Background: an optimization exercise with open tools, aiming at small area and a short achievable clock period. Do not read the settings as production practice.
Only simulation tests tie the RTL to the original design; equivalence was not proved.
No driver is modelled on the clock port, so clocking that relies on it looks cheaper here than on a real chip.
No activity file was given, so power comes from the tool's default toggle rates.

==> flow/design.v (outline; a module is shown in full before it is edited, if it fits) <==
// module gAoi22: 3 lines
// module gNand2: 3 lines
// module gNand4: 3 lines
// module gNor2: 3 lines
// module gInv: 3 lines
// module gAoi21: 3 lines
// module gOai21: 3 lines
// module gXor2: 3 lines
// module gXnor2: 3 lines
// module gAo22: 3 lines
// module gAnd3: 3 lines
// module gNand3: 3 lines
// module gNor4: 3 lines
// module alu: 43 lines
// module bitRev: 11 lines
// module prefixAdd: 26 lines
// module regFile: 46 lines
// module rdMux: 17 lines
// module rdDec: 18 lines
// module preDec2: 3 lines
// module preDec3: 3 lines
// module rdBit: 12 lines
// module rdGrp8: 7 lines
// module rdGrp7: 7 lines
// module rdOr4: 9 lines
// module fastAdd: 359 lines
// module fastAddC: 375 lines
// module eqTree: 24 lines
// module pcFinal: 22 lines
// module execStage: 92 lines
module execStage (
    input  logic               clk,
    input  logic               rstN,
    input  logic [32-1:0]   instr,
    input  logic [32-1:0]   pc,
    input  logic               instrValid,
    input  logic [32-1:0]   readData,       
    output logic [32-1:0]   memAddr,
    output logic [32-1:0]   memWriteData,
    output logic               memWrite,
    output logic [32-1:0]   pcNext
);
  // ...
==> flow/flow/run.sh <==
#!/bin/bash
# Standard layout with two additions: ports get sky130_fd_sc_hd__buf_2 buffers
# (in place of the default delay-buffer cell), and an area-recovery pass
# (flow/post_cts.tcl) runs after clock-tree synthesis and its timing repair.
# make's full output is in make.log here; ORFS's per-step logs are under orfs/logs.
set -euo pipefail
here=$(pwd)
export POST_CTS_TCL="$here/flow/post_cts.tcl"
export BUFFER_PORTS_ARGS="-buffer_cell sky130_fd_sc_hd__buf_2"
bash standard.sh > "$here/make.log" 2>&1
==> flow/flow/downsize.tcl <==
# Area recovery after the clock tree's timing repair: swap each cell to the
# smallest cell of its kind (or a plain buffer for a buffer) that leaves the
# worst setup slack, output slew and capacitance violations no worse.
proc ds_family_sizes {cellname} {
  if {![regexp {^(sky130_fd_sc_hd__[a-z0-9]+?)_([0-9]+)$} $cellname -> base drv]} { return {} }
  set res {}
  set names {}
  foreach lc [get_lib_cells ${base}_*] {
    set n [get_name $lc]
    if {[regexp "^${base}_(\[0-9\]+)\$" $n -> d]} { lappend names $n }
  }
  # Plain buffers of other kinds may become ordinary buffers
  if {[regexp {^sky130_fd_sc_hd__(buf|clkbuf|clkdlybuf4s[0-9]+)_[0-9]+$} $cellname]} {
    foreach n {sky130_fd_sc_hd__buf_1 sky130_fd_sc_hd__buf_2 sky130_fd_sc_hd__buf_4} {
      if {[lsearch $names $n] < 0} { lappend names $n }
    }
  }
  foreach n $names {
    if {[get_property [get_lib_cells $n] dont_use]} continue
    lappend res [list [get_property [get_lib_cells $n] area] $n]
  }
  return [lsort -real -index 0 $res]
}
set ::ds_max_slew 0.6
proc ds_reest {inst} {
  foreach p [get_pins -of_objects $inst] {
    set n [get_nets -quiet -of_objects $p]
    if {$n ne ""} { est::estimate_parasitic_net $n }
  }
}
proc ds_run {guard} {
  set wns [expr {[sta::worst_slack_cmd max] * 1e9}]
  set n 0; set saved 0.0
  set hold [expr {min([sta::worst_slack_cmd min] * 1e9, 0.1)}]
  set ::ds_cap0 [sta::max_capacitance_violation_count]
  foreach inst [get_cells *] {
    set lc [get_property $inst ref_name]
    set iname [get_full_name $inst]
    if {[string match "clkbuf_*" $iname] || [string match "clkload*" $iname]} continue
    if {[string match "*df*" $lc] || [string match "*tap*" $lc] || [string match "*fill*" $lc] || [string match "*decap*" $lc] || [string match "*conb*" $lc]} continue
    set sizes [ds_family_sizes $lc]
    if {[llength $sizes] < 2} continue
    # worst slack through the instance's output pins
    set s 1e9
    foreach p [get_pins -of_objects $inst -filter "direction==output"] {
      set ps [get_property $p slack_max]
      if {$ps ne "" && $ps ne "INF" && $ps < $s} { set s $ps }
    }
    if {$s < $wns + $guard} continue
    set curArea [get_property [get_lib_cells $lc] area]
    foreach sz $sizes {
      lassign $sz a name
      if {$a >= $curArea || $name eq $lc} break
      replace_cell $inst $name
      ds_reest $inst
      set w [expr {[sta::worst_slack_cmd max] * 1e9}]
      set bad [expr {$w < $wns - 0.0005}]
      if {!$bad && [sta::worst_slack_cmd min] * 1e9 < $hold} { set bad 1 }
      if {!$bad} {
        foreach p [get_pins -of_objects $inst -filter "direction==output"] {
          set sl [get_property $p slew_max]
          if {$sl ne "" && $sl > $::ds_max_slew} { set bad 1 }
        }
      }
      if {!$bad && [sta::max_capacitance_violation_count] > $::ds_cap0} { set bad 1 }
      if {$bad} {
        replace_cell $inst $lc
        ds_reest $inst
      } else {
        set saved [expr {$saved + $curArea - $a}]
        incr n
        break
      }
    }
  }
  puts "downsize: $n cells, [format %.1f $saved] um2, wns [expr {[sta::worst_slack_cmd max]*1e9}]"
}
==> flow/flow/post_cts.tcl <==
# POST_CTS hook: area recovery, then legalize.
source [file join [file dirname [info script]] downsize.tcl]
utl::info FLW 901 "area before recovery: [format %.1f [expr {[rsz::design_area] * 1e12}]]"
for {set k 0} {$k < 4} {incr k} { ds_run 0.02 }
utl::info FLW 902 "area after recovery: [format %.1f [expr {[rsz::design_area] * 1e12}]]"
detailed_placement
check_placement -verbose
estimate_parasitics -placement
report_worst_slack -max
==> flow/standard.sh <==
#!/bin/bash
# synth_recipe.tcl (not shown) runs the flow's synth.tcl, then flattens the netlist and writes it again
# the make line also repeats each setting of config.mk as NAME=value (left out here)
make -C /OpenROAD-flow-scripts/flow DESIGN_CONFIG=/design/flow/config.mk WORK_HOME=/design/flow/orfs CLKGATE_MAP_FILE= SYNTH_SCRIPT=/design/flow/synth_recipe.tcl "${@:-finish}"
==> flow/config.mk <==
export PLATFORM = sky130hd
export DESIGN_NAME = execStage
export DESIGN_NICKNAME = execStage
export VERILOG_FILES = /design/flow/design.v
export SDC_FILE = /design/flow/constraint.sdc
export NUM_CORES = 4
export LEC_CHECK = 0
export CAP_MARGIN = 20
export CORE_MARGIN = 2
export CORE_UTILIZATION = 50
export PLACE_DENSITY = 0.6
export SETUP_SLACK_MARGIN = 5
export SLEW_MARGIN = 20
export SYNTH_HIERARCHICAL = 1
export TNS_END_PERCENT = 0
==> flow/constraint.sdc <==
create_clock -name core_clock -period 13.5 [get_ports {clk}]
set_input_delay 2.7000 -clock core_clock [delete_from_list [all_inputs] [get_ports {clk}]]
set_output_delay 2.7000 -clock core_clock [all_outputs]
set_load 0.01 [all_outputs]
==> run summary, run 1 <==
# TYPE chip_impl_metric gauge
chip_impl_metric{name="parity_gate_share_of_the_synthesized_area_counting_xor_and_xnor_cells",unit="%"} 3.79
chip_impl_metric{name="layout.non_clock_inverters",unit=""} 34
chip_impl_metric{name="power_leakage",unit="nW"} 24.1
chip_impl_metric{name="synth.distinct_cells",unit=""} 83
chip_impl_metric{name="switchingPower",unit="mW"} 1.90
chip_impl_info{name="outcome",value="timing/DRC/antenna clean"} 1
chip_impl_metric{name="setup-violations-final",unit=""} 0
chip_impl_metric{name="cts.sink_count",unit=""} 1023
chip_impl_metric{name="synth_simple_gate_area_share",unit="%"} 13.8
chip_impl_info{name="most_common_cell_on_crit_path",value="sky130_fd_sc_hd__nand4_1"} 1
chip_impl_info{name="timing.rr.start",value="regFile_i.vld[1]"} 1
chip_impl_info{name="timing.critical_path.slowest_stage_cell",value="sky130_fd_sc_hd__nand4_1"} 1
chip_impl_metric{name="ir_drop",unit="mV"} 0.115
chip_impl_metric{name="maxClockFrequency",unit="MHz"} 109
chip_impl_metric{name="clkPwrFrac",unit="%"} 44.4
chip_impl_metric{name="ff_latch_area",unit="um2"} 20600
chip_impl_metric{name="switching_share",unit="%"} 27.1
chip_impl_metric{name="gpl.final_weighted_congestion",unit=""} 1.07
chip_impl_metric{name="holdPathStages",unit=""} 1
chip_impl_info{name="registers_with_the_highest_flip_flop_counts",value="regFile_i.g.q: 992 flops, regFile_i.vld: 31 flops"} 1
chip_impl_metric{name="power.combinational.total",unit="mW"} 0.754
chip_impl_metric{name="final_period_demand_of_the_worst_path",unit="ns"} 9.19
chip_impl_metric{name="floorplan.tapcells",unit=""} 1403
chip_impl_metric{name="pwr-share-seq",unit="%"} 44.8
chip_impl_metric{name="cts.clk_slew.worst_paths",unit="ns"} 0.06
chip_impl_info{name="synth_flop_cell",value="sky130_fd_sc_hd__dfxtp_1"} 1
chip_impl_metric{name="drive_gt1_share",unit="%"} 15.2
chip_impl_metric{name="finalHoldViolations",unit=""} 0
chip_impl_metric{name="yosys.area_share.adder",unit="%"} 1.16
chip_impl_metric{name="grt_max_degree",unit=""} 65
chip_impl_metric{name="clock_net_power",unit="mW"} 3.12
chip_impl_metric{name="syn-cell-area",unit="um2"} 53600
==> inputs of run 2 (changes only) <==
--- a/flow/flow/run.sh
+++ b/flow/flow/run.sh
@@ -1,7 +1,8 @@
 #!/bin/bash
 # Standard layout with two additions: ports get sky130_fd_sc_hd__buf_2 buffers
 # (in place of the default delay-buffer cell), and an area-recovery pass
-# (flow/post_cts.tcl) runs after clock-tree synthesis and its timing repair.
+# (flow/post_cts.tcl: downsize.tcl, upsize.tcl) runs after clock-tree synthesis
+# and its timing repair.
 # make's full output is in make.log here; ORFS's per-step logs are under orfs/logs.
 set -euo pipefail
 here=$(pwd)
==> flow/flow/post_cts.tcl (replaced) <==
# POST_CTS hook: area recovery, greedy sizing of the worst paths, a second
# area recovery, then legalize.
source [file join [file dirname [info script]] downsize.tcl]
source [file join [file dirname [info script]] upsize.tcl]
utl::info FLW 901 "area before recovery: [format %.1f [expr {[rsz::design_area] * 1e12}]]"
for {set k 0} {$k < 4} {incr k} { ds_run 0.02 }
set ::ds_cap0 [sta::max_capacitance_violation_count]
us_run 150
ds_run 0.02
utl::info FLW 902 "area after recovery: [format %.1f [expr {[rsz::design_area] * 1e12}]]"
detailed_placement
check_placement -verbose
estimate_parasitics -placement
report_worst_slack -max
==> flow/flow/upsize.tcl (new file) <==
# Greedy sizing on the worst setup path: try larger sizes of each cell on the
# path, keep the single change that most improves the worst slack, repeat.
proc us_larger_sizes {cellname} {
  if {![regexp {^(sky130_fd_sc_hd__[a-z0-9]+?)_([0-9]+)$} $cellname -> base drv]} { return {} }
  set cur [get_property [get_lib_cells $cellname] area]
  set res {}
  foreach lc [get_lib_cells ${base}_*] {
    set n [get_name $lc]
    if {![regexp "^${base}_(\[0-9\]+)\$" $n]} continue
    if {[get_property $lc dont_use]} continue
    set a [get_property $lc area]
    if {$a > $cur} { lappend res [list $a $n] }
  }
  return [lsort -real -index 0 $res]
}
proc us_ep_slack {ep} {
  set s [get_property $ep slack_max]
  if {$s eq "" || $s eq "INF"} { return 1e9 }
  return $s
}
proc us_run {iters} {
  set gain_total 0.0
  set area_total 0.0
  for {set it 0} {$it < $iters} {incr it} {
    set wns [expr {[sta::worst_slack_cmd max] * 1e9}]
    set pe ""; set pes 1e9
    foreach p [find_timing_paths -path_delay max -group_path_count 1 -endpoint_path_count 1] {
      set sl [get_property $p slack]
      if {$sl < $pes} { set pes $sl; set pe $p }
    }
    set ep [get_property $pe endpoint]
    set eps0 [expr {[get_property $pe slack] * 1.0}]
    set insts {}
    foreach pt [get_property $pe points] {
      set pin [get_property $pt pin]
      if {[get_property $pin is_port]} continue
      set inst [get_cells -of_objects $pin]
      set nm [get_full_name $inst]
      if {[lsearch -exact $insts $nm] < 0} { lappend insts $nm }
    }
    set best ""; set bestGain 0.0; set bestCell ""; set bestDa 0.0
    foreach nm $insts {
      set inst [get_cells $nm]
      set lc [get_property $inst ref_name]
      if {[string match "*df*" $lc] || [string match "clkbuf_*" $nm]} continue
      foreach sz [us_larger_sizes $lc] {
        lassign $sz a name
        set da [expr {$a - [get_property [get_lib_cells $lc] area]}]
        replace_cell $inst $name
        ds_reest $inst
        set w [expr {[sta::worst_slack_cmd max] * 1e9}]
        set es [us_ep_slack $ep]
        set g [expr {($es - $eps0) / 9.0 - $da / 60000.0}]
        if {$w < $wns - 0.0005} { set g 0.0 }
        if {$g > $bestGain && [sta::max_capacitance_violation_count] <= $::ds_cap0} {
          set bestGain $g; set best $nm; set bestCell $name; set bestDa $da
        }
        replace_cell $inst $lc
        ds_reest $inst
      }
    }
    if {$best eq ""} break
    set inst [get_cells $best]
    replace_cell $inst $bestCell
    ds_reest $inst
    set area_total [expr {$area_total + $bestDa}]
  }
  puts "upsize: $it moves, +[format %.1f $area_total] um2, wns [expr {[sta::worst_slack_cmd max]*1e9}]"
}
==> run 2 against run 1 <==
Largest power group unchanged. Sequential share of layout area is 0.17 points lower. Largest cell class unchanged. Critical path type unchanged. Synthesized cell count unchanged. Register-to-register slack gained 0.11 ns.
==> run summary, run 2 <==
# TYPE chip_impl_metric gauge
chip_impl_metric{name="critPathArrivalTime",unit="ns"} 6.45
chip_impl_metric{name="chipHeight",unit="um"} 332
chip_impl_metric{name="timing.slew.headroom",unit="%"} 15.1
chip_impl_metric{name="initialDrtViolationCount",unit=""} 10312
chip_impl_metric{name="design.portCount",unit=""} 196
chip_impl_metric{name="gpl.final_weighted_congestion",unit=""} 1.07
chip_impl_metric{name="fin_worst_skew",unit="ns"} 0.0239
chip_impl_metric{name="port_buffers",unit=""} 195
chip_impl_metric{name="avgRoutedWirePerCell",unit="um"} 36.9
chip_impl_info{name="tritoncts",value="yes"} 1
chip_impl_metric{name="parity_gate_share_of_the_synthesized_area_counting_xor_and_xnor_cells",unit="%"} 3.79
chip_impl_info{name="registers_with_the_highest_flip_flop_counts",value="regFile_i.g.q: 992 flops, regFile_i.vld: 31 flops"} 1
chip_impl_metric{name="fillers",unit=""} 9524
chip_impl_metric{name="post_synth_top_area_share",unit="%"} 37.0
chip_impl_metric{name="synthesis.instances",unit=""} 5681
chip_impl_metric{name="layout_setup_ws",unit="ns"} 4.35
chip_impl_metric{name="multi_input_comb_area",unit="um2"} 34300
chip_impl_metric{name="number_of_synthesized_register_bits",unit=""} 1023
chip_impl_metric{name="final_min_period_over_clock_period",unit="%"} 67.8
chip_impl_metric{name="p_per_area",unit="nW/um2"} 111
chip_impl_metric{name="syn-cell-area",unit="um2"} 53600
chip_impl_metric{name="maxClockFrequency",unit="MHz"} 109
chip_impl_info{name="timing.critical_path.from_type",value="input port"} 1
chip_impl_metric{name="synth_compound_gate_area_share",unit="%"} 37.4
chip_impl_metric{name="largest_reg_flops",unit=""} 992
chip_impl_metric{name="hpwl",unit="um"} 180000
chip_impl_metric{name="synth.distinct_cells",unit=""} 83
chip_impl_info{name="hold_path_class",value="reg2reg"} 1
chip_impl_metric{name="crit_fanout",unit=""} 17
chip_impl_metric{name="ir_drop",unit="mV"} 0.115
chip_impl_metric{name="worst_slew_pin_slew",unit="ns"} 1.27
chip_impl_metric{name="dp_slack",unit="ns"} 2.76
chip_impl_metric{name="power_leakage",unit="nW"} 24.2
chip_impl_info{name="final_cell_mix",value="sky130_fd_sc_hd__a22o_1 (1000), sky130_fd_sc_hd__dfxtp_1 (992), sky130_fd_sc_hd__a22oi_1 (889)"} 1
chip_impl_metric{name="die_area",unit="um2"} 110000
chip_impl_metric{name="final_period_demand_of_the_worst_path",unit="ns"} 9.15
chip_impl_metric{name="req_time_crit_path",unit="ns"} 10.80
chip_impl_metric{name="starting_utilization_of_the_core_area",unit="%"} 50.3
chip_impl_metric{name="yosys.area_share.adder",unit="%"} 1.16
chip_impl_metric{name="synthToLayoutAreaGrowth",unit="%"} 18.0
chip_impl_metric{name="global_route.usage.total",unit="%"} 48.6
chip_impl_metric{name="stdcell_count",unit=""} 7652
chip_impl_info{name="critPathCaptureType",value="primary output"} 1
chip_impl_info{name="outcome",value="timing/DRC/antenna clean"} 1
chip_impl_metric{name="globalRouteOverflowTotal",unit=""} 0
chip_impl_metric{name="ant_nets",unit=""} 0
chip_impl_metric{name="grt_max_degree",unit=""} 65
chip_impl_metric{name="finalHoldViolations",unit=""} 0
chip_impl_metric{name="timing.critical_path.slowest_cell_delay",unit="ns"} 0.57
chip_impl_metric{name="synthesis.area_per_instance",unit="um2"} 9.44
chip_impl_metric{name="global_route_wire_length_before_repair",unit="um"} 394000
chip_impl_metric{name="setup-tns-final",unit="ns"} 0
chip_impl_info{name="netlist_top_cells_count",value="sky130_fd_sc_hd__a22o_1 (1000), sky130_fd_sc_hd__dfxtp_1 (992), sky130_fd_sc_hd__a22oi_1 (908), sky130_fd_sc_hd__nand2_1 (510), sky130_fd_sc_hd__nor2_1 (430)"} 1
chip_impl_metric{name="synth_simple_gate_area_share",unit="%"} 13.8
chip_impl_metric{name="synth.yosys.warnings",unit=""} 14
chip_impl_metric{name="setup-violations-final",unit=""} 0
chip_impl_metric{name="mux_contribution_to_synthesized_area",unit="%"} 4.09
chip_impl_metric{name="clkPwrFrac",unit="%"} 44.4
chip_impl_metric{name="power_internal",unit="mW"} 5.12
chip_impl_metric{name="post_synth_edffs",unit=""} 0
chip_impl_metric{name="maxCapViolations",unit=""} 0
chip_impl_metric{name="clock_latency",unit="ns"} 0.73
chip_impl_metric{name="core_area",unit="um2"} 107000
chip_impl_info{name="path_class",value="in2out"} 1
chip_impl_metric{name="cts.clk_slew.worst_paths",unit="ns"} 0.06
chip_impl_info{name="timing.critical_path.slowest_stage_cell",value="sky130_fd_sc_hd__nand4_1"} 1
chip_impl_metric{name="dr.pass1.iters",unit=""} 14
chip_impl_info{name="most_common_cell_on_crit_path",value="sky130_fd_sc_hd__nand4_1"} 1
chip_impl_metric{name="die_x",unit="um"} 332
chip_impl_info{name="max_flop_register",value="regFile_i.g.q"} 1
chip_impl_metric{name="vias",unit=""} 59073
chip_impl_metric{name="switching_share",unit="%"} 27.1
chip_impl_metric{name="route.final.wire_length",unit="um"} 283000
chip_impl_metric{name="synth_sequential_area_ratio",unit="%"} 38.5
chip_impl_metric{name="async_flop_share",unit="%"} 3.03
chip_impl_info{name="grt_setup_unrepaired",value="true"} 1
chip_impl_metric{name="drive_gt1_share",unit="%"} 16.0
chip_impl_info{name="largest_family_of_logic_cells_by_synthesized_area",value="compound AO/OA/AOI/OAI gates"} 1
chip_impl_metric{name="ff_latch_area",unit="um2"} 20600
chip_impl_metric{name="placed_cells_incl_taps",unit=""} 7311
chip_impl_info{name="cp_cell_sequence",value="buf_8, and2_4, and3_4, a22oi_1, nand4_1, nor2_4, nand2_1, xor2_1, nor4_4, nand4_1, buf_6, nor2_4, buf_6, nand2_2, nand4_1, buf_2"} 1
chip_impl_metric{name="nets",unit=""} 6301
chip_impl_metric{name="grt_pass1_vias",unit=""} 53626
chip_impl_metric{name="p_comb_share",unit="%"} 10.8
chip_impl_metric{name="route.detailed.vias_per_inst",unit=""} 7.72
chip_impl_info{name="synth_most_common_cell",value="sky130_fd_sc_hd__a22o_1"} 1
chip_impl_info{name="synth_flop_cell",value="sky130_fd_sc_hd__dfxtp_1"} 1
chip_impl_metric{name="initial_antenna_violation_count",unit=""} 12
chip_impl_metric{name="cts.sink_count",unit=""} 1023
chip_impl_info{name="mostFrequentLayoutCell",value="sky130_fd_sc_hd__a22o_1"} 1
chip_impl_metric{name="maxSlewViolCount",unit=""} 0
chip_impl_metric{name="rows",unit=""} 120
chip_impl_metric{name="pwr-share-seq",unit="%"} 44.8
chip_impl_info{name="synth_top_cells_by_area",value="sky130_fd_sc_hd__dfxtp_1 (37%), sky130_fd_sc_hd__a22o_1 (16%), sky130_fd_sc_hd__a22oi_1 (13%), sky130_fd_sc_hd__nand2_1 (3.6%), sky130_fd_sc_hd__nor2_1 (3.0%)"} 1
chip_impl_info{name="yosysTopAreaCell",value="sky130_fd_sc_hd__dfxtp_1"} 1
chip_impl_metric{name="route.detailed.drc",unit=""} 0
chip_impl_metric{name="finalHoldWorstSlack",unit="ns"} 0.499
chip_impl_metric{name="switchingPower",unit="mW"} 1.91
[run 2: metal layers]
| metal | track usage [%] | part of all wire [%] |
|---|---|---|
| met1 | 61.9 | 37 |
| met2 | 68.1 | 40 |
| met3 | 18.6 | 15 |
| met4 | 31.6 | 8.2 |
| met5 | 0 | 0.021 |
[run 2: cells by family after synthesis]
kind of cell,count (synthesis)
muxes,156
buffers and inverters,139
adders and majority gates,50
AOI/OAI and AO/OA,2542
DFF,1023
and+or+nand+nor,1538
xor gates and xnor gates,232
other,1
[run 2: layout make-up]
| cell class | instances | share of cell area (%) |
|---|---|---|
| Antenna cell | 8 | 0.0316 |
| Clock inverter | 43 | 0.943 |
| Timing Repair Buffer | 441 | 4.43 |
| Sequential cell | 1023 | 32.6 |
| Clock buffer | 152 | 4.89 |
| Inverter | 34 | 0.204 |
| Multi-Input combinational cell | 4548 | 54.1 |
| Tap cell | 1403 | 2.77 |
[run 2: power groups by stage]
| stage | clock network, mW | registers (mW) | logic (mW) |
|---|---|---|---|
| 2_1_floorplan | 0 | 3.19 | 0.390 |
| 3_3_place_gp | 0 | 3.20 | 0.679 |
| 3_5_place_dp | 0 | 3.20 | 0.683 |
| 5_1_grt | 3.23 | 3.15 | 0.776 |
| 6_report | 3.12 | 3.15 | 0.758 |
[run 2: per-module statistics from Yosys, one instance, submodules excluded, a selection]
| module | times used | area, um2 | cells inside | flip-flops and latches |
|---|---|---|---|---|
| alu | 1 | 2890 | 376 | 0 |
| prefixAdd | 1 | 768 | 100 | 0 |
| preDec3 | 2 | 65.1 | 8 | 0 |
| rdGrp8 | 192 | 36.3 | 5 | 0 |
| rdGrp7 | 64 | 30.0 | 4 | 0 |
| preDec2 | 2 | 26.3 | 4 | 0 |
| gAo22 | 992 | 8.76 | 1 | 0 |
| gXor2 | 137 | 8.76 | 1 | 0 |
| gXnor2 | 22 | 8.76 | 1 | 0 |
| gAnd3 | 124 | 6.26 | 1 | 0 |
| gOai21 | 147 | 5.00 | 1 | 0 |
| gNor2 | 298 | 3.75 | 1 | 0 |
| gNand2 | 341 | 3.75 | 1 | 0 |
[run 2: metrics by stage]
stage | util, % | power, mW | cell area (um2)
floorplan | - | 3.58 | 53700
global placement | 53.4 | 3.88 | 57000
detailed placement | 53.6 | 3.89 | 57200
global route | 59.3 | 7.15 | 63300
finish | 59.3 | 7.03 | 63300
[run 2: worst paths after layout]
check	from	slack, ns	cells past startpoint	to
worst max-delay path	instr[21]	4.35	16	pcNext[18]
max in group asynchronous	rstN	10.73	1	regFile_i.vld[5]
min in group asynchronous	rstN	2.13	1	regFile_i.vld[24]
worst min-delay path	regFile_i.g_reg[23].q[27]	0.50	1	regFile_i.g_reg[23].q[27]
worst max register to register	regFile_i.vld[1]	6.49	21	regFile_i.g_reg[5].q[0]
worst min register to register	regFile_i.g_reg[23].q[27]	0.50	1	regFile_i.g_reg[23].q[27]
[run 2: critical path, delay by kind of cell]
family          cells  cell delay [ns]
simple gates       10             2.59
xor+xnor            1             0.22
buf+inv             4             0.65
compound gates      1             0.23
==> inputs of run 3 (changes only) <==
--- a/flow/config.mk
+++ b/flow/config.mk
@@ -8,6 +8,8 @@
 export CAP_MARGIN = 20
 export CORE_MARGIN = 2
 export CORE_UTILIZATION = 50
+export CTS_CLUSTER_DIAMETER = 70
+export CTS_CLUSTER_SIZE = 24
 export PLACE_DENSITY = 0.6
 export SETUP_SLACK_MARGIN = 5
 export SLEW_MARGIN = 20
==> run 3 against run 2 <==
Global-route usage is 0.10 points higher. Hold slack better by 0.0080 ns. Sequential power is essentially flat. Highest routed layer unchanged. Critical path type unchanged. Synthesized area unchanged. Die area stayed put. Sequential share of layout area is 0.86 points higher. Via count is 0.51% lower. Fmax down 0.10%. Power fell by 15%. Count of clock-buffer cells in the layout decreased by 87.
==> run summary, run 3 <==
# TYPE chip_impl_metric gauge
chip_impl_metric{name="ant_nets",unit=""} 0
chip_impl_metric{name="fin_worst_skew",unit="ns"} 0.0816
chip_impl_metric{name="synth_sequential_area_ratio",unit="%"} 38.5
chip_impl_metric{name="maxClockFrequency",unit="MHz"} 109
chip_impl_metric{name="gpl.final_weighted_congestion",unit=""} 1.07
chip_impl_metric{name="syn-cell-area",unit="um2"} 53600
chip_impl_metric{name="cts.sink_count",unit=""} 1023
chip_impl_metric{name="initialDrtViolationCount",unit=""} 10471
chip_impl_metric{name="synth.yosys.warnings",unit=""} 14
chip_impl_info{name="registers_with_the_highest_flip_flop_counts",value="regFile_i.g.q: 992 flops, regFile_i.vld: 31 flops"} 1
chip_impl_info{name="grt_setup_unrepaired",value="true"} 1
chip_impl_metric{name="hpwl",unit="um"} 180000
chip_impl_metric{name="die_x",unit="um"} 332
chip_impl_metric{name="synthesis.instances",unit=""} 5681
chip_impl_metric{name="largest_reg_flops",unit=""} 992
chip_impl_info{name="cp_cell_sequence",value="buf_8, and2_4, and3_2, a22oi_1, nand3_1, nor2_4, nand2_2, xor2_1, nor4_2, nand4_1, buf_6, nor2_4, buf_12, nand2_1, nand4_1, buf_1"} 1
chip_impl_metric{name="rows",unit=""} 120
chip_impl_metric{name="nets",unit=""} 6279
chip_impl_metric{name="worst_slew_pin_slew",unit="ns"} 1.30
chip_impl_metric{name="placement.cell_area",unit="um2"} 57200
chip_impl_info{name="netlist_top_cells_count",value="sky130_fd_sc_hd__a22o_1 (1000), sky130_fd_sc_hd__dfxtp_1 (992), sky130_fd_sc_hd__a22oi_1 (908), sky130_fd_sc_hd__nand2_1 (510), sky130_fd_sc_hd__nor2_1 (430)"} 1
chip_impl_metric{name="setup-violations-final",unit=""} 0
chip_impl_metric{name="synthesis.area_per_instance",unit="um2"} 9.44
chip_impl_metric{name="cts.clk_slew.worst_paths",unit="ns"} 0.08
chip_impl_metric{name="grt_max_degree",unit=""} 65
chip_impl_metric{name="route.detailed.drc",unit=""} 0
chip_impl_metric{name="dr.pass1.iters",unit=""} 13
chip_impl_info{name="critPathCaptureType",value="primary output"} 1
chip_impl_metric{name="final_period_demand_of_the_worst_path",unit="ns"} 9.16
chip_impl_info{name="max_flop_register",value="regFile_i.g.q"} 1
chip_impl_metric{name="dp_slack",unit="ns"} 2.76
chip_impl_metric{name="globalRouteOverflowTotal",unit=""} 0
chip_impl_metric{name="worstPathBufferInverterCount",unit=""} 4
chip_impl_metric{name="core_area",unit="um2"} 107000
chip_impl_metric{name="avgRoutedWirePerCell",unit="um"} 37.3
chip_impl_metric{name="drive_gt1_share",unit="%"} 14.5
chip_impl_metric{name="final_design_area_no_fill",unit="um2"} 61700
chip_impl_metric{name="finalHoldWorstSlack",unit="ns"} 0.507
chip_impl_metric{name="power",unit="mW"} 5.96
chip_impl_info{name="final_cell_mix",value="sky130_fd_sc_hd__a22o_1 (1000), sky130_fd_sc_hd__dfxtp_1 (992), sky130_fd_sc_hd__a22oi_1 (897)"} 1
chip_impl_metric{name="initial_antenna_violation_count",unit=""} 21
chip_impl_info{name="path_class",value="in2out"} 1
chip_impl_metric{name="global_route_wire_length_before_repair",unit="um"} 394000
chip_impl_metric{name="async_flop_share",unit="%"} 3.03
chip_impl_info{name="synth_top_cells_by_area",value="sky130_fd_sc_hd__dfxtp_1 (37%), sky130_fd_sc_hd__a22o_1 (16%), sky130_fd_sc_hd__a22oi_1 (13%), sky130_fd_sc_hd__nand2_1 (3.6%), sky130_fd_sc_hd__nor2_1 (3.0%)"} 1
chip_impl_metric{name="synth.distinct_cells",unit=""} 83
chip_impl_metric{name="setup-tns-final",unit="ns"} 0
chip_impl_metric{name="vias",unit=""} 58773
chip_impl_metric{name="number_of_synthesized_register_bits",unit=""} 1023
chip_impl_metric{name="req_time_crit_path",unit="ns"} 10.80
chip_impl_metric{name="layout_setup_ws",unit="ns"} 4.34
chip_impl_metric{name="port_buffers",unit=""} 195
chip_impl_metric{name="post_synth_top_area_share",unit="%"} 37.0
chip_impl_metric{name="clock_latency",unit="ns"} 0.76
chip_impl_metric{name="maxCapViolations",unit=""} 0
chip_impl_metric{name="stdcell_count",unit=""} 7578
chip_impl_metric{name="ir_drop",unit="mV"} 0.139
chip_impl_metric{name="timing.critical_path.slowest_cell_delay",unit="ns"} 0.64
chip_impl_metric{name="design.portCount",unit=""} 196
chip_impl_metric{name="final_min_period_over_clock_period",unit="%"} 67.9
chip_impl_metric{name="utilization",unit="%"} 57.8
chip_impl_info{name="timing.critical_path.slowest_stage_cell",value="sky130_fd_sc_hd__and3_2"} 1
chip_impl_metric{name="crit_fanout",unit=""} 17
chip_impl_metric{name="starting_utilization_of_the_core_area",unit="%"} 50.3
chip_impl_metric{name="die_area",unit="um2"} 110000
chip_impl_metric{name="finalHoldViolations",unit=""} 0
chip_impl_info{name="hold_path_class",value="reg2reg"} 1
chip_impl_metric{name="critPathArrivalTime",unit="ns"} 6.46
chip_impl_info{name="outcome",value="timing/DRC/antenna clean"} 1
chip_impl_info{name="mostFrequentLayoutCell",value="sky130_fd_sc_hd__a22o_1"} 1
chip_impl_metric{name="timing.slew.headroom",unit="%"} 13.4
chip_impl_info{name="synth_flop_cell",value="sky130_fd_sc_hd__dfxtp_1"} 1
chip_impl_metric{name="global_route.usage.total",unit="%"} 48.7
chip_impl_info{name="tritoncts",value="yes"} 1
chip_impl_metric{name="power_leakage",unit="nW"} 23.4
chip_impl_metric{name="synthToLayoutAreaGrowth",unit="%"} 15.0
chip_impl_metric{name="p_per_area",unit="nW/um2"} 96.6
chip_impl_metric{name="route.detailed.vias_per_inst",unit=""} 7.76
chip_impl_info{name="yosysTopAreaCell",value="sky130_fd_sc_hd__dfxtp_1"} 1
chip_impl_info{name="synth_most_common_cell",value="sky130_fd_sc_hd__a22o_1"} 1
chip_impl_metric{name="grt_pass1_vias",unit=""} 53305
chip_impl_metric{name="placed_cells_incl_taps",unit=""} 7311
chip_impl_metric{name="chipHeight",unit="um"} 332
chip_impl_metric{name="maxSlewViolCount",unit=""} 0
chip_impl_metric{name="post_synth_edffs",unit=""} 0
chip_impl_metric{name="route.final.wire_length",unit="um"} 283000
chip_impl_info{name="timing.critical_path.from_type",value="input port"} 1
chip_impl_info{name="cpLargestDelayFamily",value="simple AND/OR/NAND/NOR gates"} 1
-- run 3: cell types whose count changed in the layout (fill, tap and decap cells not counted), moves of 8 or more --
cell,previous run,this run
sky130_fd_sc_hd__clkbuf_1,21,4
sky130_fd_sc_hd__clkbuf_16,108,60
sky130_fd_sc_hd__clkinv_2,23,3
sky130_fd_sc_hd__nor2_1,261,277
sky130_fd_sc_hd__buf_6,33,25
sky130_fd_sc_hd__nor2_2,62,50
sky130_fd_sc_hd__clkbuf_8,23,1
sky130_fd_sc_hd__buf_1,202,216
sky130_fd_sc_hd__buf_12,17,27
sky130_fd_sc_hd__bufinv_16,11,2
sky130_fd_sc_hd__a22oi_1,889,897
sky130_fd_sc_hd__a22oi_2,20,12
-- run 3: final timing paths --
kind                                          startpoint                  endpoint  slack, ns  cells past startpoint
worst max-delay path                           instr[21]                 pcNext[0]       4.34                     16
worst min-delay path            regFile_i.g_reg[9].q[13]  regFile_i.g_reg[9].q[13]       0.51                      1
worst max register to register          regFile_i.vld[1]   regFile_i.g_reg[3].q[0]       6.36                     21
worst min register to register  regFile_i.g_reg[9].q[13]  regFile_i.g_reg[9].q[13]       0.51                      1
max in group asynchronous                           rstN         regFile_i.vld[27]      10.74                      1
min in group asynchronous                           rstN          regFile_i.vld[1]       2.13                      1
-- run 3: area by class of cell --
type                    count  area, um2
fillers                  9746      45100
multi-input cells        4551      34200
flip-flops and latches   1023      20600
repair buffers            463       3070
well taps                1403       1760
clock buffers              65       1530
clock inverters            29        378
inverters                  34        129
diodes                     10       25.0
-- run 3: layer usage --
metal  GRT usage, %  share of wire (%)  vias to the layer above
met5          0.347              0.048                        -
met4           32.4                8.4                       14
met3           19.0                 16                     1212
met2           67.9                 40                     5075
met1           61.8                 36                    28430
li1               -                  -                    24042
-- run 3: worst reg2reg max path, stage by stage (launching register included) --
cell	delay [ns]
sky130_fd_sc_hd__dfrtp_1	0.60
sky130_fd_sc_hd__and3_4	0.36
sky130_fd_sc_hd__a222oi_1	0.34
sky130_fd_sc_hd__nand3_1	0.28
sky130_fd_sc_hd__nor2_4	0.29
sky130_fd_sc_hd__nand2_4	0.20
sky130_fd_sc_hd__mux2_2	0.46
sky130_fd_sc_hd__inv_1	0.09
sky130_fd_sc_hd__buf_2	0.50
sky130_fd_sc_hd__xnor2_1	0.27
sky130_fd_sc_hd__nor2_1	0.27
sky130_fd_sc_hd__o21ai_1	0.15
sky130_fd_sc_hd__a21oi_1	0.55
sky130_fd_sc_hd__o21ai_1	0.39
sky130_fd_sc_hd__a21oi_1	0.51
sky130_fd_sc_hd__o21ai_1	0.25
sky130_fd_sc_hd__xor2_1	0.22
sky130_fd_sc_hd__maj3_1	0.40
sky130_fd_sc_hd__nand4_1	0.11
sky130_fd_sc_hd__nand4_1	0.08
sky130_fd_sc_hd__buf_4	0.29
sky130_fd_sc_hd__a22o_1	0.39
-- run 3: where the power goes --
group | switching, mW | internal [mW]
logic | 0.539 | 0.227
registers | 0.0612 | 3.08
clock network | 1.16 | 0.892
total | 1.76 | 4.20
-- run 3: logic make-up after synthesis --
kind of cell | synth area share [%]
DFF | 38.5
muxes | 4.09
AOI/OAI and AO/OA | 37.4
xor gates and xnor gates | 3.79
buffers and inverters | 1.34
other | 0.00699
and+or+nand+nor | 13.8
adders and majority gates | 1.16
-- run 3: modules after synthesis, one instance, submodules excluded, excerpt --
module,cell area (um2),copies in the design,cells inside,flip-flops and latches
bitRev,544,2,36,0
gAnd3,6.26,124,1,0
gAo22,8.76,992,1,0
gInv,3.75,17,1,0
gNand4,6.26,36,1,0
gOai21,5.00,147,1,0
rdGrp8,36.3,192,5,0
gNand2,3.75,341,1,0
preDec3,65.1,2,8,0
prefixAdd,768,1,100,0
gXor2,8.76,137,1,0
regFile,21500,1,1165,1023
gNor4,12.5,8,1,0
alu,2890,1,376,0
gAoi21,8.76,106,1,0
gNor2,3.75,298,1,0
==> module eqTree, before the edit <==
module eqTree (
    input  logic [31:0] a,
    input  logic [31:0] b,
    output logic [1:0]  eq,
    output logic [3:0]  neHalf
);
    logic [31:0] diff;
    logic [7:0]  grpEq;
    genvar i;
    generate
        for (i = 0; i < 32; i++) begin : g_x
            gXor2 u (.a(a[i]), .b(b[i]), .y(diff[i]));
        end
        for (i = 0; i < 8; i++) begin : g_l1
            gNor4 u (.a(diff[4*i]), .b(diff[4*i+1]), .c(diff[4*i+2]), .d(diff[4*i+3]), .y(grpEq[i]));
        end
        for (i = 0; i < 4; i++) begin : g_l2
            gNand4 u (.a(grpEq[4*(i%2)]), .b(grpEq[4*(i%2)+1]), .c(grpEq[4*(i%2)+2]), .d(grpEq[4*(i%2)+3]), .y(neHalf[i]));
        end
        for (i = 0; i < 2; i++) begin : g_eq
            gNor2 u (.a(neHalf[2*i]), .b(neHalf[2*i+1]), .y(eq[i]));
        end
    endgenerate
endmodule
==> module pcFinal, before the edit <==
module pcFinal (
    input  logic        jalr,
    input  logic [1:0]  eq,
    input  logic [3:0]  neHalf,
    input  logic [31:0] jalrPc,
    input  logic [31:0] nextIfEq,
    input  logic [31:0] nextIfNe,
    output logic [31:0] pcNext
);
    genvar i;
    generate
        for (i = 0; i < 32; i++) begin : g_b
            localparam int H = i / 16;
            logic t0, t1, t2, t3;
            gNand2 u0 (.a(jalr),          .b(jalrPc[i]),   .y(t0));
            gNand2 u1 (.a(eq[H]),         .b(nextIfEq[i]), .y(t1));
            gNand2 u2 (.a(neHalf[2*H]),   .b(nextIfNe[i]), .y(t2));
            gNand2 u3 (.a(neHalf[2*H+1]), .b(nextIfNe[i]), .y(t3));
            gNand4 u4 (.a(t0), .b(t1), .c(t2), .d(t3), .y(pcNext[i]));
        end
    endgenerate
endmodule
==> module execStage, before the edit <==
module execStage (
    input  logic               clk,
    input  logic               rstN,
    input  logic [32-1:0]   instr,
    input  logic [32-1:0]   pc,
    input  logic               instrValid,
    input  logic [32-1:0]   readData,       
    output logic [32-1:0]   memAddr,
    output logic [32-1:0]   memWriteData,
    output logic               memWrite,
    output logic [32-1:0]   pcNext
);
    logic [6:0]       op;
    logic [2:0]       f3;
    logic             isOp, isOpImm, isLoad, isStore, isBranch, isJal, isJalr, isLui;
    logic             regWrite;
    logic [32-1:0] rs1Data;
    logic [32-1:0] rs2Data;
    logic [32-1:0] immI, immU, immB, immJ;
    logic [32-1:0] addrImm;
    logic [32-1:0] addrSum;
    logic [32-1:0] brImm;
    logic [32-1:0] pcTarget;
    logic [32-1:0] pcPlus4;
    logic [32-1:0] result;
    assign op = instr[6:0];
    assign f3 = instr[14:12];
    assign isOp     = (op == 7'b0110011);
    assign isOpImm  = (op == 7'b0010011);
    assign isLoad   = (op == 7'b0000011);
    assign isStore  = (op == 7'b0100011);
    assign isBranch = (op == 7'b1100011);
    assign isJal    = (op == 7'b1101111);
    assign isJalr   = (op == 7'b1100111);
    assign isLui    = (op == 7'b0110111);
    assign regWrite = isOp | isOpImm | isLoad | isJal | isJalr | isLui;
    assign immI = {{20{instr[31]}}, instr[31:20]};
    assign immU = {instr[31:12], 12'b0};
    assign immB = {{20{instr[31]}}, instr[7], instr[30:25], instr[11:8], 1'b0};
    assign immJ = {{12{instr[31]}}, instr[19:12], instr[20], instr[30:21], 1'b0};
    regFile regFile_i (
        .clk  (clk),
        .rstN (rstN),
        .we   (instrValid & regWrite),
        .ra1  (instr[19:15]),
        .ra2  (instr[24:20]),
        .wa   (instr[11:7]),
        .wd   (result),
        .rd1  (rs1Data),
        .rd2  (rs2Data)
    );
    assign addrImm = {immI[32-1:5], (op[5] & ~op[6]) ? instr[11:7] : instr[24:20]};
    fastAdd addrAdd_i (.a(rs1Data), .b(addrImm), .s(addrSum));
    assign brImm    = op[3] ? immJ : immB;
    prefixAdd tgtAdd_i (.g(pc & brImm), .p(pc ^ brImm), .ci(1'b0), .s(pcTarget));
    assign pcPlus4  = pc + 4;
    logic [1:0] eq;
    logic [3:0] neHalf;
    logic takeIfEq, takeIfNe;
    logic [32-1:0] nextIfEq, nextIfNe;
    eqTree eq_i (.a(rs1Data), .b(rs2Data), .eq(eq), .neHalf(neHalf));
    assign takeIfEq = isJal | (isBranch & ~f3[0]);
    assign takeIfNe = isJal | (isBranch & f3[0]);
    assign nextIfEq = isJalr ? '0 : (takeIfEq ? pcTarget : pcPlus4);
    assign nextIfNe = isJalr ? '0 : (takeIfNe ? pcTarget : pcPlus4);
    pcFinal pcFinal_i (
        .jalr     (isJalr),
        .eq       (eq),
        .neHalf   (neHalf),
        .jalrPc   ({addrSum[32-1:1], 1'b0}),
        .nextIfEq (nextIfEq),
        .nextIfNe (nextIfNe),
        .pcNext   (pcNext)
    );
    logic [32-1:0] other;
    always_comb begin
        if (op[2]) other = op[6] ? pcPlus4 : immU;      
        else       other = readData;                     
    end
    alu alu_i (
        .a      (rs1Data),
        .b      (op[5] ? rs2Data : immI),
        .f3     (f3),
        .sub    (op[5] & instr[30]),
        .useAlu (~op[2] & op[4]),                        
        .other  (other),
        .result (result)
    );
    assign memAddr      = addrSum;
    assign memWriteData = rs2Data;
    assign memWrite     = instrValid & isStore;
endmodule
==> inputs of run 4 (changes only) <==
--- a/flow/design.v
+++ b/flow/design.v
@@ -133,6 +133,9 @@
 module gNor4 (input logic a, b, c, d, output logic y);
     assign y = ~(a | b | c | d);
 endmodule
+module gOr2 (input logic a, b, output logic y);
+    assign y = a | b;
+endmodule
 `timescale 1ns/1ps
 module alu (
     input  logic [32-1:0] a,
@@ -1075,11 +1078,12 @@
 module eqTree (
     input  logic [31:0] a,
     input  logic [31:0] b,
-    output logic [1:0]  eq,
-    output logic [3:0]  neHalf
+    output logic        eq,
+    output logic        ne
 );
     logic [31:0] diff;
     logic [7:0]  grpEq;
+    logic [1:0]  halfNe;
     genvar i;
     generate
         for (i = 0; i < 32; i++) begin : g_x
@@ -1088,18 +1092,17 @@
         for (i = 0; i < 8; i++) begin : g_l1
             gNor4 u (.a(diff[4*i]), .b(diff[4*i+1]), .c(diff[4*i+2]), .d(diff[4*i+3]), .y(grpEq[i]));
         end
-        for (i = 0; i < 4; i++) begin : g_l2
-            gNand4 u (.a(grpEq[4*(i%2)]), .b(grpEq[4*(i%2)+1]), .c(grpEq[4*(i%2)+2]), .d(grpEq[4*(i%2)+3]), .y(neHalf[i]));
-        end
-        for (i = 0; i < 2; i++) begin : g_eq
-            gNor2 u (.a(neHalf[2*i]), .b(neHalf[2*i+1]), .y(eq[i]));
+        for (i = 0; i < 2; i++) begin : g_l2
+            gNand4 u (.a(grpEq[4*i]), .b(grpEq[4*i+1]), .c(grpEq[4*i+2]), .d(grpEq[4*i+3]), .y(halfNe[i]));
         end
     endgenerate
+    gNor2 u_eq (.a(halfNe[0]), .b(halfNe[1]), .y(eq));
+    gOr2  u_ne (.a(halfNe[0]), .b(halfNe[1]), .y(ne));
 endmodule
 module pcFinal (
     input  logic        jalr,
-    input  logic [1:0]  eq,
-    input  logic [3:0]  neHalf,
+    input  logic        eq,
+    input  logic        ne,
     input  logic [31:0] jalrPc,
     input  logic [31:0] nextIfEq,
     input  logic [31:0] nextIfNe,
@@ -1108,13 +1111,11 @@
     genvar i;
     generate
         for (i = 0; i < 32; i++) begin : g_b
-            localparam int H = i / 16;
-            logic t0, t1, t2, t3;
-            gNand2 u0 (.a(jalr),          .b(jalrPc[i]),   .y(t0));
-            gNand2 u1 (.a(eq[H]),         .b(nextIfEq[i]), .y(t1));
-            gNand2 u2 (.a(neHalf[2*H]),   .b(nextIfNe[i]), .y(t2));
-            gNand2 u3 (.a(neHalf[2*H+1]), .b(nextIfNe[i]), .y(t3));
-            gNand4 u4 (.a(t0), .b(t1), .c(t2), .d(t3), .y(pcNext[i]));
+            logic t0, t1, t2;
+            gNand2 u0 (.a(jalr), .b(jalrPc[i]),   .y(t0));
+            gNand2 u1 (.a(eq),   .b(nextIfEq[i]), .y(t1));
+            gNand2 u2 (.a(ne),   .b(nextIfNe[i]), .y(t2));
+            gNand3 u3 (.a(t0), .b(t1), .c(t2), .y(pcNext[i]));
         end
     endgenerate
 endmodule
@@ -1175,11 +1176,10 @@
     assign brImm    = op[3] ? immJ : immB;
     prefixAdd tgtAdd_i (.g(pc & brImm), .p(pc ^ brImm), .ci(1'b0), .s(pcTarget));
     assign pcPlus4  = pc + 4;
-    logic [1:0] eq;
-    logic [3:0] neHalf;
+    logic eq, ne;
     logic takeIfEq, takeIfNe;
     logic [32-1:0] nextIfEq, nextIfNe;
-    eqTree eq_i (.a(rs1Data), .b(rs2Data), .eq(eq), .neHalf(neHalf));
+    eqTree eq_i (.a(rs1Data), .b(rs2Data), .eq(eq), .ne(ne));
     assign takeIfEq = isJal | (isBranch & ~f3[0]);
     assign takeIfNe = isJal | (isBranch & f3[0]);
     assign nextIfEq = isJalr ? '0 : (takeIfEq ? pcTarget : pcPlus4);
@@ -1187,7 +1187,7 @@
     pcFinal pcFinal_i (
         .jalr     (isJalr),
         .eq       (eq),
-        .neHalf   (neHalf),
+        .ne       (ne),
         .jalrPc   ({addrSum[32-1:1], 1'b0}),
         .nextIfEq (nextIfEq),
         .nextIfNe (nextIfNe),
--- a/flow/config.mk
+++ b/flow/config.mk
@@ -8,8 +8,6 @@
 export CAP_MARGIN = 20
 export CORE_MARGIN = 2
 export CORE_UTILIZATION = 50
-export CTS_CLUSTER_DIAMETER = 70
-export CTS_CLUSTER_SIZE = 24
 export PLACE_DENSITY = 0.6
 export SETUP_SLACK_MARGIN = 5
 export SLEW_MARGIN = 20
==> run 4 against run 3 <==
Still clean. Critical path type unchanged. Final area is 0.44% higher. Power is 17% higher. Highest routed layer unchanged. Critical endpoint is now pcNext[5]. Sequential power hardly changed. Combinational power is 6.1% lower.
==> run summary, run 4 <==
# TYPE chip_impl_metric gauge
chip_impl_info{name="outcome",value="timing/DRC/antenna clean"} 1
chip_impl_metric{name="final_period_demand_of_the_worst_path",unit="ns"} 9.26
chip_impl_metric{name="largest_reg_flops",unit=""} 992
chip_impl_metric{name="worst_r2r_path_depth",unit=""} 19
chip_impl_metric{name="dp_slack",unit="ns"} 3.14
chip_impl_info{name="r2r_end",value="regFile_i.g_reg[30].q[25]"} 1
chip_impl_metric{name="synthesis.instances",unit=""} 5647
chip_impl_metric{name="syn-cell-area",unit="um2"} 53500
chip_impl_metric{name="nets",unit=""} 6174
chip_impl_metric{name="cts.sink_count",unit=""} 1023
chip_impl_metric{name="initial_antenna_violation_count",unit=""} 21
chip_impl_metric{name="post_synth_edffs",unit=""} 0
chip_impl_metric{name="yosys.area_share.adder",unit="%"} 1.17
chip_impl_metric{name="global_route.usage.total",unit="%"} 46.7
chip_impl_info{name="synth_flop_cell",value="sky130_fd_sc_hd__dfxtp_1"} 1
chip_impl_info{name="tritoncts",value="yes"} 1
chip_impl_metric{name="timing.slew.headroom",unit="%"} 18.2
chip_impl_metric{name="globalRouteOverflowTotal",unit=""} 0
chip_impl_metric{name="mux_contribution_to_synthesized_area",unit="%"} 4.10
chip_impl_metric{name="final_min_period_over_clock_period",unit="%"} 68.6
chip_impl_metric{name="starting_utilization_of_the_core_area",unit="%"} 50.6
chip_impl_metric{name="route.detailed.vias_per_inst",unit=""} 7.64
chip_impl_info{name="largest_family_of_logic_cells_by_synthesized_area",value="compound AO/OA/AOI/OAI gates"} 1
chip_impl_info{name="max_flop_register",value="regFile_i.g.q"} 1
chip_impl_metric{name="post_synth_top_area_share",unit="%"} 37.1
chip_impl_metric{name="finalHoldViolations",unit=""} 0
chip_impl_info{name="registers_with_the_highest_flip_flop_counts",value="regFile_i.g.q: 992 flops, regFile_i.vld: 31 flops"} 1
chip_impl_metric{name="req_time_crit_path",unit="ns"} 10.80
chip_impl_info{name="synth_most_common_cell",value="sky130_fd_sc_hd__a22o_1"} 1
chip_impl_metric{name="ir_drop",unit="mV"} 0.114
chip_impl_metric{name="grt_max_degree",unit=""} 65
chip_impl_metric{name="hpwl",unit="um"} 173000
chip_impl_info{name="crit_path_start",value="instr[16]"} 1
chip_impl_metric{name="synth.yosys.warnings",unit=""} 14
chip_impl_metric{name="critPathArrivalTime",unit="ns"} 6.56
chip_impl_metric{name="finalHoldWorstSlack",unit="ns"} 0.496
chip_impl_info{name="timing.critical_path.from_type",value="input port"} 1
chip_impl_metric{name="synth_simple_gate_area_share",unit="%"} 13.5
chip_impl_metric{name="initialDrtViolationCount",unit=""} 10007
chip_impl_metric{name="maxSlewViolCount",unit=""} 0
chip_impl_info{name="path_class",value="in2out"} 1
chip_impl_metric{name="port_buffers",unit=""} 195
chip_impl_metric{name="cts.clk_slew.worst_paths",unit="ns"} 0.06
chip_impl_metric{name="fillers",unit=""} 9602
chip_impl_info{name="cp-endpoint",value="pcNext[5]"} 1
chip_impl_metric{name="design.portCount",unit=""} 196
chip_impl_metric{name="ant_nets",unit=""} 0
chip_impl_metric{name="maxCapViolations",unit=""} 0
chip_impl_metric{name="p_per_area",unit="nW/um2"} 112
chip_impl_info{name="final_cell_mix",value="sky130_fd_sc_hd__a22o_1 (1000), sky130_fd_sc_hd__dfxtp_1 (992), sky130_fd_sc_hd__a22oi_1 (906)"} 1
chip_impl_metric{name="chipHeight",unit="um"} 331
chip_impl_metric{name="power",unit="mW"} 6.94
chip_impl_metric{name="die_x",unit="um"} 331
chip_impl_metric{name="async_flop_share",unit="%"} 3.03
chip_impl_info{name="yosysTopAreaCell",value="sky130_fd_sc_hd__dfxtp_1"} 1
chip_impl_metric{name="setup-tns-final",unit="ns"} 0
chip_impl_info{name="timing.rr.start",value="regFile_i.vld[1]"} 1
chip_impl_metric{name="worst_slew_pin_slew",unit="ns"} 1.22
chip_impl_info{name="critPathCaptureType",value="primary output"} 1
chip_impl_metric{name="synthToLayoutAreaGrowth",unit="%"} 15.8
chip_impl_metric{name="dr.pass1.iters",unit=""} 12
chip_impl_info{name="mostFrequentLayoutCell",value="sky130_fd_sc_hd__a22o_1"} 1
chip_impl_metric{name="route.detailed.drc",unit=""} 0
chip_impl_metric{name="parity_gate_share_of_the_synthesized_area_counting_xor_and_xnor_cells",unit="%"} 3.80
chip_impl_metric{name="grt_pass1_vias",unit=""} 51577
chip_impl_metric{name="die_area",unit="um2"} 110000
chip_impl_metric{name="vias",unit=""} 57391
chip_impl_metric{name="maxClockFrequency",unit="MHz"} 108
chip_impl_metric{name="avgRoutedWirePerCell",unit="um"} 35.9
chip_impl_metric{name="number_of_synthesized_register_bits",unit=""} 1023
chip_impl_metric{name="synth.distinct_cells",unit=""} 84
chip_impl_info{name="synth_top_cells_by_area",value="sky130_fd_sc_hd__dfxtp_1 (37%), sky130_fd_sc_hd__a22o_1 (16%), sky130_fd_sc_hd__a22oi_1 (13%), sky130_fd_sc_hd__nand2_1 (3.4%), sky130_fd_sc_hd__nor2_1 (3.0%)"} 1
chip_impl_metric{name="rows",unit=""} 119
chip_impl_metric{name="synth_sequential_area_ratio",unit="%"} 38.6
chip_impl_metric{name="power_leakage",unit="nW"} 23.6
chip_impl_metric{name="drive_gt1_share",unit="%"} 14.4
chip_impl_metric{name="synth_compound_gate_area_share",unit="%"} 37.5
chip_impl_metric{name="crit_fanout",unit=""} 32
chip_impl_metric{name="reg2reg_setup_slack",unit="ns"} 6.42
chip_impl_metric{name="route.final.wire_length",unit="um"} 270000
chip_impl_metric{name="setup-violations-final",unit=""} 0
chip_impl_metric{name="fin_worst_skew",unit="ns"} 0.0620
chip_impl_metric{name="core_area",unit="um2"} 106000
chip_impl_info{name="netlist_top_cells_count",value="sky130_fd_sc_hd__a22o_1 (1000), sky130_fd_sc_hd__dfxtp_1 (992), sky130_fd_sc_hd__a22oi_1 (908), sky130_fd_sc_hd__nand2_1 (478), sky130_fd_sc_hd__nor2_1 (429)"} 1
chip_impl_metric{name="synthesis.area_per_instance",unit="um2"} 9.47
chip_impl_info{name="hold_path_class",value="reg2reg"} 1
chip_impl_metric{name="gpl.final_weighted_congestion",unit=""} 1.07
chip_impl_metric{name="global_route_wire_length_before_repair",unit="um"} 374000
chip_impl_info{name="grt_setup_unrepaired",value="true"} 1
chip_impl_metric{name="layout_setup_ws",unit="ns"} 4.24
chip_impl_metric{name="clock_latency",unit="ns"} 0.74
[run 4: cell count changes in the layout (fill, tap and decap cells not counted), sizes merged, moves of 5 or more]
cell	change
buf	-120
bufinv	+5
clkbuf	+95
clkinv	+17
inv	-15
nand2	-32
nand3	+32
nand4	-34
[run 4: metal layers]
layer | track usage [%] | up-vias | share of wire, %
met5 | 1.48 | - | 0.056
met4 | 29.4 | 6 | 8.2
met3 | 17.9 | 1152 | 15
met2 | 65.4 | 4734 | 40
met1 | 59.7 | 27696 | 37
li1 | - | 23803 | -
[run 4: kinds of logic after synthesis]
| logic type | count (synthesis) |
|---|---|
| compound gates | 2542 |
| simple gates | 1504 |
| flops | 1023 |
| xor+xnor | 232 |
| mux | 156 |
| buf+inv | 139 |
| fa+ha+maj | 50 |
| other cells | 1 |
[run 4: final cells by class]
| class | instances | area, um2 | share of cell area (%) |
|---|---|---|---|
| timing repair buffer | 349 | 2120 | 3.42 |
| antenna | 8 | 20.0 | 0.0323 |
| inverter | 34 | 131 | 0.212 |
| sequential | 1023 | 20600 | 33.3 |
| clock inverter | 38 | 472 | 0.761 |
| multi-input combinational | 4512 | 33700 | 54.3 |
| tap | 1391 | 1740 | 2.81 |
| clock buffer | 154 | 3160 | 5.11 |
[run 4: metrics by stage]
step           instance area, um2  utilization, %  cells
6_report                    62000            58.6   7509
5_1_grt                     61900            58.6   7502
3_5_place_dp                56800            53.7   7235
3_3_place_gp                56600            53.6   7227
2_1_floorplan               53500               -   5649
[run 4: worst min-delay path by stage]
stage	start	endpoint	slack, ns	cells past startpoint
final	regFile_i.g_reg[2].q[26]	regFile_i.g_reg[2].q[26]	0.50	1
after global routing	regFile_i.g_reg[17].q[11]	regFile_i.g_reg[17].q[11]	0.51	1
after detailed placement	regFile_i.g_reg[2].q[16]	regFile_i.g_reg[2].q[16]	0.48	1
after global placement	regFile_i.g_reg[1].q[16]	regFile_i.g_reg[1].q[16]	0.47	1
after floorplan	regFile_i.g_reg[1].q[0]	regFile_i.g_reg[1].q[0]	0.46	1
[run 4: modules after synthesis (local to each module, per instance), excerpt]
module | times used | flip-flops and latches | area (um2)
gInv | 17 | 0 | 3.75
preDec2 | 2 | 0 | 26.3
gAoi21 | 106 | 0 | 8.76
execStage | 1 | 0 | 3050
gOr2 | 1 | 0 | 6.26
gXor2 | 137 | 0 | 8.76
gXnor2 | 22 | 0 | 8.76
gNor4 | 8 | 0 | 12.5
preDec3 | 2 | 0 | 65.1
rdGrp8 | 192 | 0 | 36.3
fastAdd | 1 | 0 | 7.51
[run 4: report_power, final]
part / switching [mW] / internal (mW) / total [mW] / leakage, nW
Sequential: 0.0614 / 3.09 / 3.15 / 8.43
Clock: 1.31 / 1.76 / 3.07 / 1.80
Combinational: 0.508 / 0.211 / 0.719 / 13.4
[run 4: worst max-delay path, stage by stage]
cell	delay (ns)
sky130_fd_sc_hd__buf_6	0.17
sky130_fd_sc_hd__nor2_1	0.07
sky130_fd_sc_hd__buf_6	0.21
sky130_fd_sc_hd__and3_4	0.31
sky130_fd_sc_hd__a22oi_1	0.23
sky130_fd_sc_hd__nand4_1	0.46
sky130_fd_sc_hd__nor2_4	0.39
sky130_fd_sc_hd__nand2_8	0.18
sky130_fd_sc_hd__xor2_1	0.19
sky130_fd_sc_hd__nor4_2	0.45
sky130_fd_sc_hd__nand4_2	0.24
sky130_fd_sc_hd__or2_4	0.29
sky130_fd_sc_hd__buf_12	0.16
sky130_fd_sc_hd__nand2_1	0.11
sky130_fd_sc_hd__nand3_2	0.11
sky130_fd_sc_hd__buf_2	0.16
==> inputs of run 5 (changes only) <==
--- a/flow/config.mk
+++ b/flow/config.mk
@@ -8,6 +8,8 @@
 export CAP_MARGIN = 20
 export CORE_MARGIN = 2
 export CORE_UTILIZATION = 50
+export CTS_CLUSTER_DIAMETER = 60
+export CTS_CLUSTER_SIZE = 20
 export PLACE_DENSITY = 0.6
 export SETUP_SLACK_MARGIN = 5
 export SLEW_MARGIN = 20
==> run 5 against run 4 <==
Non-clock buffer count is 6 lower. Largest power group unchanged. Setup slack worse by 0.18 ns. First-iteration DRC count is 4.3% lower.
==> run summary, run 5 <==
# TYPE chip_impl_metric gauge
chip_impl_metric{name="dp_slack",unit="ns"} 3.14
chip_impl_metric{name="drive_gt1_share",unit="%"} 12.8
chip_impl_info{name="max_flop_register",value="regFile_i.g.q"} 1
chip_impl_info{name="synth_top_cells_by_area",value="sky130_fd_sc_hd__dfxtp_1 (37%), sky130_fd_sc_hd__a22o_1 (16%), sky130_fd_sc_hd__a22oi_1 (13%), sky130_fd_sc_hd__nand2_1 (3.4%), sky130_fd_sc_hd__nor2_1 (3.0%)"} 1
chip_impl_metric{name="ant_nets",unit=""} 0
chip_impl_metric{name="final_min_period_over_clock_period",unit="%"} 69.9
chip_impl_metric{name="port_buffers",unit=""} 195
chip_impl_info{name="yosysTopAreaCell",value="sky130_fd_sc_hd__dfxtp_1"} 1
chip_impl_metric{name="grtUsageMet3",unit="%"} 17.8
chip_impl_metric{name="synth_sequential_area_ratio",unit="%"} 38.6
chip_impl_metric{name="avgRoutedWirePerCell",unit="um"} 35.6
chip_impl_metric{name="cts.sink_count",unit=""} 1023
chip_impl_metric{name="dr.pass1.iters",unit=""} 14
chip_impl_metric{name="rows",unit=""} 119
chip_impl_metric{name="req_time_crit_path",unit="ns"} 10.80
chip_impl_metric{name="fraction_of_met1_tracks_used_by_global_routing",unit="%"} 60.1
chip_impl_metric{name="power",unit="mW"} 6.75
chip_impl_metric{name="initial_antenna_violation_count",unit=""} 10
chip_impl_info{name="outcome",value="timing/DRC/antenna clean"} 1
chip_impl_metric{name="ir_drop",unit="mV"} 0.121
chip_impl_metric{name="power_leakage",unit="nW"} 23.2
chip_impl_info{name="tritoncts",value="yes"} 1
chip_impl_metric{name="timing.slew.headroom",unit="%"} 19.7
chip_impl_metric{name="grt_max_degree",unit=""} 65
chip_impl_metric{name="global_route_wire_length_before_repair",unit="um"} 373000
chip_impl_metric{name="chipHeight",unit="um"} 331
chip_impl_metric{name="vias",unit=""} 56655
chip_impl_metric{name="grt_pass1_vias",unit=""} 51066
chip_impl_metric{name="gpl.final_weighted_congestion",unit=""} 1.07
chip_impl_metric{name="largest_reg_flops",unit=""} 992
chip_impl_metric{name="synth.distinct_cells",unit=""} 84
chip_impl_metric{name="crit_fanout",unit=""} 32
chip_impl_metric{name="maxSlewViolCount",unit=""} 0
chip_impl_metric{name="critPathArrivalTime",unit="ns"} 6.74
==> run 5: layout make-up <==
cell class | count | area, um2
repair buffers | 343 | 2050
fillers | 9707 | 44700
well taps | 1391 | 1740
diodes | 7 | 17.5
clock inverters | 76 | 981
flip-flops and latches | 1023 | 20600
multi-input cells | 4502 | 33100
clock buffers | 96 | 2340
inverters | 34 | 130
==> run 5: kinds of logic after synthesis <==
| kind of cell | synth area share (%) |
|---|---|
| other | 0.00701 |
| flip-flops | 38.6 |
| XOR/XNOR | 3.80 |
| AO/OA/AOI/OAI | 37.5 |
| AND/OR/NAND/NOR | 13.5 |
| buffers and inverters | 1.35 |
| adder cells (fa/ha/maj) | 1.17 |
| multiplexers | 4.10 |
==> run 5: worst paths after layout <==
kind	from	to	slack, ns	depth (start not counted)
setup / recovery	instr[16]	pcNext[5]	4.06	16
setup reg to reg	regFile_i.vld[1]	regFile_i.g_reg[30].q[25]	6.34	19
min in group asynchronous	rstN	regFile_i.vld[5]	2.09	1
hold / removal	regFile_i.g_reg[2].q[29]	regFile_i.g_reg[2].q[29]	0.50	1
hold reg to reg	regFile_i.g_reg[2].q[29]	regFile_i.g_reg[2].q[29]	0.50	1
max in group asynchronous	rstN	regFile_i.vld[2]	10.83	1
==> run 5: metal layers <==
metal  part of all wire, %  vias to the layer above
li1                      -                    23739
met1                    37                    27184
met2                    40                     4701
met3                    15                     1019
met4                   7.8                       12
met5                  0.12                        -
==> run 5: critical path: stages <==
cell	delay [ns]
sky130_fd_sc_hd__buf_2	0.17
sky130_fd_sc_hd__nor2_1	0.07
sky130_fd_sc_hd__buf_6	0.22
sky130_fd_sc_hd__and3_4	0.33
sky130_fd_sc_hd__a22oi_1	0.22
sky130_fd_sc_hd__nand4_1	0.45
sky130_fd_sc_hd__nor2_4	0.34
sky130_fd_sc_hd__nand2_4	0.20
sky130_fd_sc_hd__xor2_1	0.20
sky130_fd_sc_hd__nor4_2	0.49
sky130_fd_sc_hd__nand4_1	0.31
sky130_fd_sc_hd__or2_1	0.34
sky130_fd_sc_hd__buf_12	0.17
sky130_fd_sc_hd__nand2_1	0.10
sky130_fd_sc_hd__nand3_1	0.15
sky130_fd_sc_hd__buf_2	0.19
==> run 5: through the flow <==
stage	hold slack [ns]	area (um2)	std cells
after floorplan	0.460	53500	5649
after global placement	0.473	56600	7227
after detailed placement	0.477	56800	7235
after global routing	0.508	61000	7465
final	0.500	61000	7472
==> run 5: modules after synthesis, one instance, submodules excluded, excerpt <==
module,cell area (um2),copies in the design,flops+latches
gNor4,12.5,8,0
alu,2890,1,0
bitRev,544,2,0
gNand3,5.00,32,0
gXnor2,8.76,22,0
gAnd3,6.26,124,0
gAoi21,8.76,106,0
fastAdd,7.51,1,0
regFile,21500,1,1023
gAo22,8.76,992,0
gOr2,6.26,1,0
prefixAdd,768,1,0
gNor2,3.75,297,0
==> run 5: where the power goes <==
| part | internal [mW] | leakage (nW) | switching [mW] |
|---|---|---|---|
| Clock | 1.51 | 1.61 | 1.39 |
| Sequential | 3.08 | 8.43 | 0.0605 |
| Combinational | 0.203 | 13.2 | 0.497 |
| Total | 4.80 | 23.2 | 1.95 |

==> static timing again, ports no longer ideal <==
No port has a modelled driver above. Below, the same layouts with a new extraction and two added sets of constraints.
Step 1 sets driving cells, clkbuf_16 on the clock port and buf_2 on the other inputs (assumed; they add their load-dependent delay and slew).
Step 2 times the ports against the registers' clock, not the clock port: input delays grow and output delays shrink by t, the midpoint of the rising clock arrivals with the driver on.
Three values: ideal ports, drivers, drivers and shift; two values: the first two.
| run | t (ns) | slack for setup (ns) | worst setup path after step 2 | latest minus earliest clock arrival (ns) |
|---|---|---|---|---|
| run 1 | 0.787 | 4.306 / 4.249 / 3.562 | input to register | 0.028 / 0.028 |
| run 2 | 0.788 | 4.346 / 4.293 / 3.708 | input to register | 0.024 / 0.024 |
| run 3 | 0.800 | 4.337 / 4.282 / 3.594 | input to register | 0.082 / 0.082 |
| run 4 | 0.782 | 4.244 / 4.199 / 3.804 | input to register | 0.062 / 0.062 |
| run 5 | 0.787 | 4.059 / 4.011 / 3.688 | input to register | 0.050 / 0.050 |
After both steps every run listed still meets setup and hold. The setup slack of run 1, which loses most, moves by -0.057 ns with the drivers and by -0.744 ns with both steps.
